From an optimization exercise on the open Yosys and OpenROAD flow, aimed at small area, a short achievable clock period and few clock cycles per item; shortcuts taken in it are not production practice. The RTL was checked by simulation tests, not by an equivalence proof against the original design. No activity file was given, so power comes from the tool's default toggle rates.

// sparcPipe
module sparcPipe (
    input  wire logic                Clk,
    input  wire logic                rstN,
    input  wire logic                instValid,
    input  wire sparcPkg::instWord_t instIn,
    input  wire sparcPkg::dataWord_t operandA,
    input  wire sparcPkg::dataWord_t operandB,
    input  wire logic                resCredit,
    output logic                     instCredit,
    output logic                     resValid,
    output sparcPkg::result_t        resOut
);
Size in the first run: ~1,300 cells after synthesis, ~130 flip-flops, about 140 I/O pins.
==> flow/config.mk <==
export PLATFORM = sky130hd
export DESIGN_NAME = sparcPipe
export DESIGN_NICKNAME = sparcPipe
export VERILOG_FILES = /design/flow/design.v
export SDC_FILE = /design/flow/constraint.sdc
export NUM_CORES = 4
export LEC_CHECK = 0
export ABC_AREA = 1
export CAP_MARGIN = 20
export CORE_MARGIN = 2
export CORE_UTILIZATION = 45
export CTS_BUF_LIST = sky130_fd_sc_hd__clkbuf_8
export SETUP_SLACK_MARGIN = 2.7
export SLEW_MARGIN = 20
export TNS_END_PERCENT = 5
==> flow/constraint.sdc <==
create_clock -name core_clock -period 5.5 [get_ports {Clk}]
set_input_delay 1.1000 -clock core_clock [delete_from_list [all_inputs] [get_ports {Clk}]]
set_output_delay 1.1000 -clock core_clock [all_outputs]
set_load 0.01 [all_outputs]
standard.sh (not shown) runs the stock make flow with config.mk's settings and CLKGATE_MAP_FILE= SYNTH_SCRIPT=/design/flow/synth_recipe.tcl, a recipe that flattens the netlist after the stock synthesis.
==> flow/flow/run.sh <==
#!/bin/bash
# The standard layout (standard.sh) with two changes:
#  - synthesis skips Yosys's extract_fa step and maps the logic with ABC script
#    flow/abc_map.script (through flow/synth_abc.tcl, which wraps synth_recipe.tcl; the
#    registers are mapped before ABC, as in the standard flow);
#  - the port buffers are buf_1 cells instead of the default choice. Every port is still
#    buffered.
# The make output goes to standard_flow.log; each ORFS step keeps its own log under orfs/logs/.
set -euo pipefail
export FLOW_WORK_DIR="$PWD"
export FLOW_ABC_SCRIPT="$PWD/flow/abc_map.script"
export BUFFER_PORTS_ARGS="-buffer_cell sky130_fd_sc_hd__buf_1"
sed "s#SYNTH_SCRIPT=[^ ]*#SYNTH_SCRIPT=$PWD/flow/synth_abc.tcl#" standard.sh > flow_standard.sh
grep -q "SYNTH_SCRIPT=$PWD/flow/synth_abc.tcl" flow_standard.sh
bash flow_standard.sh > standard_flow.log 2>&1
==> flow/flow/abc_map.script <==
strash
&get -n
&st
&syn2
&dch -f
&nf -p -R 0
&put
buffer -c
topo
stime -c
upsize -c
dnsize -c
==> flow/flow/synth_abc.tcl <==
# The standard flow's synthesis script (synth_recipe.tcl, read from the work folder) with two changes:
#  - Yosys's extract_fa step is skipped, so no half- or full-adder cells are extracted and ABC
#    maps all the logic itself;
#  - ABC maps the logic with flow/abc_map.script instead of ORFS's abc_speed or abc_area script.
# Flip-flops are mapped before ABC runs, so the registers are those of the standard synthesis.
proc extract_fa {args} {
  puts "extract_fa skipped by flow/synth_abc.tcl"
}
proc abc {args} {
  set i [lsearch -exact $args -script]
  if {$i >= 0} {
    lset args [expr {$i + 1}] $::env(FLOW_ABC_SCRIPT)
  }
  yosys abc {*}$args
}
source $::env(FLOW_WORK_DIR)/synth_recipe.tcl
Testbench counts at the start, summed over its fixed seeds: cycles 3,216, items 3,200.
Rerun with:
==> flow/flow/run.sh (replaced) <==
#!/bin/bash
# The standard layout (standard.sh), with the port buffers made buf_2 cells instead of the
# default choice. Every port is still buffered. The make output goes to standard_flow.log;
# each ORFS step keeps its own log under orfs/logs/.
set -euo pipefail
export BUFFER_PORTS_ARGS="-buffer_cell sky130_fd_sc_hd__buf_2"
bash standard.sh > standard_flow.log 2>&1
CTS_BUF_LIST = unset   (was sky130_fd_sc_hd__clkbuf_8)
SETUP_SLACK_MARGIN = 2.8   (was 2.7)
removed: flow/flow/abc_map.script
removed: flow/flow/synth_abc.tcl
Result: The new run produced a clean layout; wire length grows by 31%; die area came out higher by 11%; power went up by 16%; non-clock buffer count goes down by 11.
Rerun with:
==> flow/flow/run.sh (replaced) <==
#!/bin/bash
# The standard layout (standard.sh) with two changes:
#  - synthesis skips Yosys's extract_fa step and maps the logic with ABC script
#    flow/abc_map.script (through flow/synth_abc.tcl, which wraps synth_recipe.tcl; the
#    registers are mapped before ABC, as in the standard flow);
#  - the port buffers are buf_2 cells instead of the default choice. Every port is still
#    buffered.
# The make output goes to standard_flow.log; each ORFS step keeps its own log under orfs/logs/.
set -euo pipefail
export FLOW_WORK_DIR="$PWD"
export FLOW_ABC_SCRIPT="$PWD/flow/abc_map.script"
export BUFFER_PORTS_ARGS="-buffer_cell sky130_fd_sc_hd__buf_2"
sed "s#SYNTH_SCRIPT=[^ ]*#SYNTH_SCRIPT=$PWD/flow/synth_abc.tcl#" standard.sh > flow_standard.sh
grep -q "SYNTH_SCRIPT=$PWD/flow/synth_abc.tcl" flow_standard.sh
bash flow_standard.sh > standard_flow.log 2>&1
==> flow/flow/abc_map.script (new file) <==
strash
&get -n
&st
&syn2
&dch -f
&nf -p -R 0
&put
buffer -c
topo
stime -c
upsize -c
dnsize -c
==> flow/flow/synth_abc.tcl (new file) <==
# The standard flow's synthesis script (synth_recipe.tcl, read from the work folder) with two changes:
#  - Yosys's extract_fa step is skipped, so no half- or full-adder cells are extracted and ABC
#    maps all the logic itself;
#  - ABC maps the logic with flow/abc_map.script instead of ORFS's abc_speed or abc_area script.
# Flip-flops are mapped before ABC runs, so the registers are those of the standard synthesis.
proc extract_fa {args} {
  puts "extract_fa skipped by flow/synth_abc.tcl"
}
proc abc {args} {
  set i [lsearch -exact $args -script]
  if {$i >= 0} {
    lset args [expr {$i + 1}] $::env(FLOW_ABC_SCRIPT)
  }
  yosys abc {*}$args
}
source $::env(FLOW_WORK_DIR)/synth_recipe.tcl
SETUP_SLACK_MARGIN = 2.6   (was 2.8)
Effect: The changed run finished with timing, DRC and antenna clean; routed wire length goes down by 27%; cell count came out lower by 23%; sequential power barely changes; clock-buffer cell count is higher by 3; total power goes down by 6.4%; worst setup slack degrades by 120 ps; cell area came out lower by 8.9%.
Rerun with:
==> flow/run.sh (new file) <==
#!/bin/bash
# synth_recipe.tcl (not shown) runs the flow's synth.tcl, then flattens the netlist and writes it again
# the make line also repeats each setting of config.mk as NAME=value (left out here)
make -C /OpenROAD-flow-scripts/flow DESIGN_CONFIG=/design/flow/config.mk WORK_HOME=/design/flow/orfs CLKGATE_MAP_FILE= SYNTH_SCRIPT=/design/flow/synth_recipe.tcl finish
TNS_END_PERCENT = unset   (was 5)
removed: flow/flow/run.sh
removed: flow/flow/abc_map.script
removed: flow/flow/synth_abc.tcl
removed: flow/standard.sh
Effect: Routed wire length rose by 32%; worst setup slack gains 10 ps; core utilization rose by 1.8 points; via count rose by about 27%; total power rose by 8.8%; maximum frequency rose by 0.35%; first-iteration DRC count rose by 60%; cell count rose by about 30%; worst hold slack hardly moves; cell area rose by 15%.
Rerun with:
==> flow/flow/run.sh (new file) <==
#!/bin/bash
# The standard layout (standard.sh) with two changes:
#  - synthesis maps the logic with ABC script flow/abc_map.script (through flow/synth_abc.tcl,
#    which wraps synth_recipe.tcl; the registers are mapped before ABC, as in the standard flow);
#  - the port buffers are buf_2 cells instead of the default choice. Every port is still
#    buffered.
# The make output goes to standard_flow.log; each ORFS step keeps its own log under orfs/logs/.
set -euo pipefail
export FLOW_WORK_DIR="$PWD"
export FLOW_ABC_SCRIPT="$PWD/flow/abc_map.script"
export BUFFER_PORTS_ARGS="-buffer_cell sky130_fd_sc_hd__buf_2"
sed "s#SYNTH_SCRIPT=[^ ]*#SYNTH_SCRIPT=$PWD/flow/synth_abc.tcl#" standard.sh > flow_standard.sh
grep -q "SYNTH_SCRIPT=$PWD/flow/synth_abc.tcl" flow_standard.sh
bash flow_standard.sh > standard_flow.log 2>&1
==> flow/flow/abc_map.script (new file) <==
strash
&get -n
&st
&syn2
&dch -f
&nf -p -R 0
&put
buffer -c
topo
stime -c
upsize -c
dnsize -c
==> flow/flow/synth_abc.tcl (new file) <==
# The standard flow's synthesis script (synth_recipe.tcl, read from the work folder) with one change:
# ABC maps the logic with flow/abc_map.script instead of ORFS's abc_speed or abc_area script.
# Flip-flops are mapped before ABC runs, so the registers are those of the standard synthesis.
proc abc {args} {
  set i [lsearch -exact $args -script]
  if {$i >= 0} {
    lset args [expr {$i + 1}] $::env(FLOW_ABC_SCRIPT)
  }
  yosys abc {*}$args
}
source $::env(FLOW_WORK_DIR)/synth_recipe.tcl
==> flow/standard.sh (new file) <==
#!/bin/bash
# synth_recipe.tcl (not shown) runs the flow's synth.tcl, then flattens the netlist and writes it again
# the make line also repeats each setting of config.mk as NAME=value (left out here)
make -C /OpenROAD-flow-scripts/flow DESIGN_CONFIG=/design/flow/config.mk WORK_HOME=/design/flow/orfs CLKGATE_MAP_FILE= SYNTH_SCRIPT=/design/flow/synth_recipe.tcl "${@:-finish}"
TNS_END_PERCENT = 5   (was unset)
removed: flow/run.sh
Effect: Power drops by 4.4%; clock power barely changes; register-to-register slack gets worse by 130 ps; final cell count drops by 29%; routed wire length drops by 31%; setup slack gets worse by 130 ps; global-route usage drops by 6.9 points.

[static timing again, ports no longer ideal]
The flow's constraints put no driver on any port. The routed layouts listed below were extracted and timed again, unchanged, in two steps.
Step 1 (the two cells are an assumption about what drives the block):
set clk [get_ports {Clk}]
set_driving_cell -lib_cell sky130_fd_sc_hd__clkbuf_16 $clk
set_driving_cell -lib_cell sky130_fd_sc_hd__buf_2 [delete_from_list [all_inputs] $clk]
Step 2 times the ports against the registers' clock, not the clock port: input delays grow and output delays shrink by t, the midpoint of the rising clock arrivals with the driver on.
a / b / c = no drivers / after step 1 / after step 2; a / b = the first two.
| run | t, ns | slack for setup (ns) | worst slew at a driven data input, ns |
|---|---|---|---|
| the first run | 0.477 | 2.641 / 2.641 / 2.251 | 0.04 |
| the second run | 0.475 | 2.743 / 2.754 / 2.278 | 0.04 |
| the third run | 0.471 | 2.624 / 2.624 / 2.175 | 0.03 |
| the fourth run | 0.474 | 2.634 / 2.634 / 2.224 | 0.04 |
| the fifth run | 0.469 | 2.508 / 2.508 / 2.304 | 0.04 |
After both steps setup and hold are still met in every run listed. The setup slack of the second run, which loses most, moves by +0.011 ns with the drivers and by -0.465 ns with both steps.
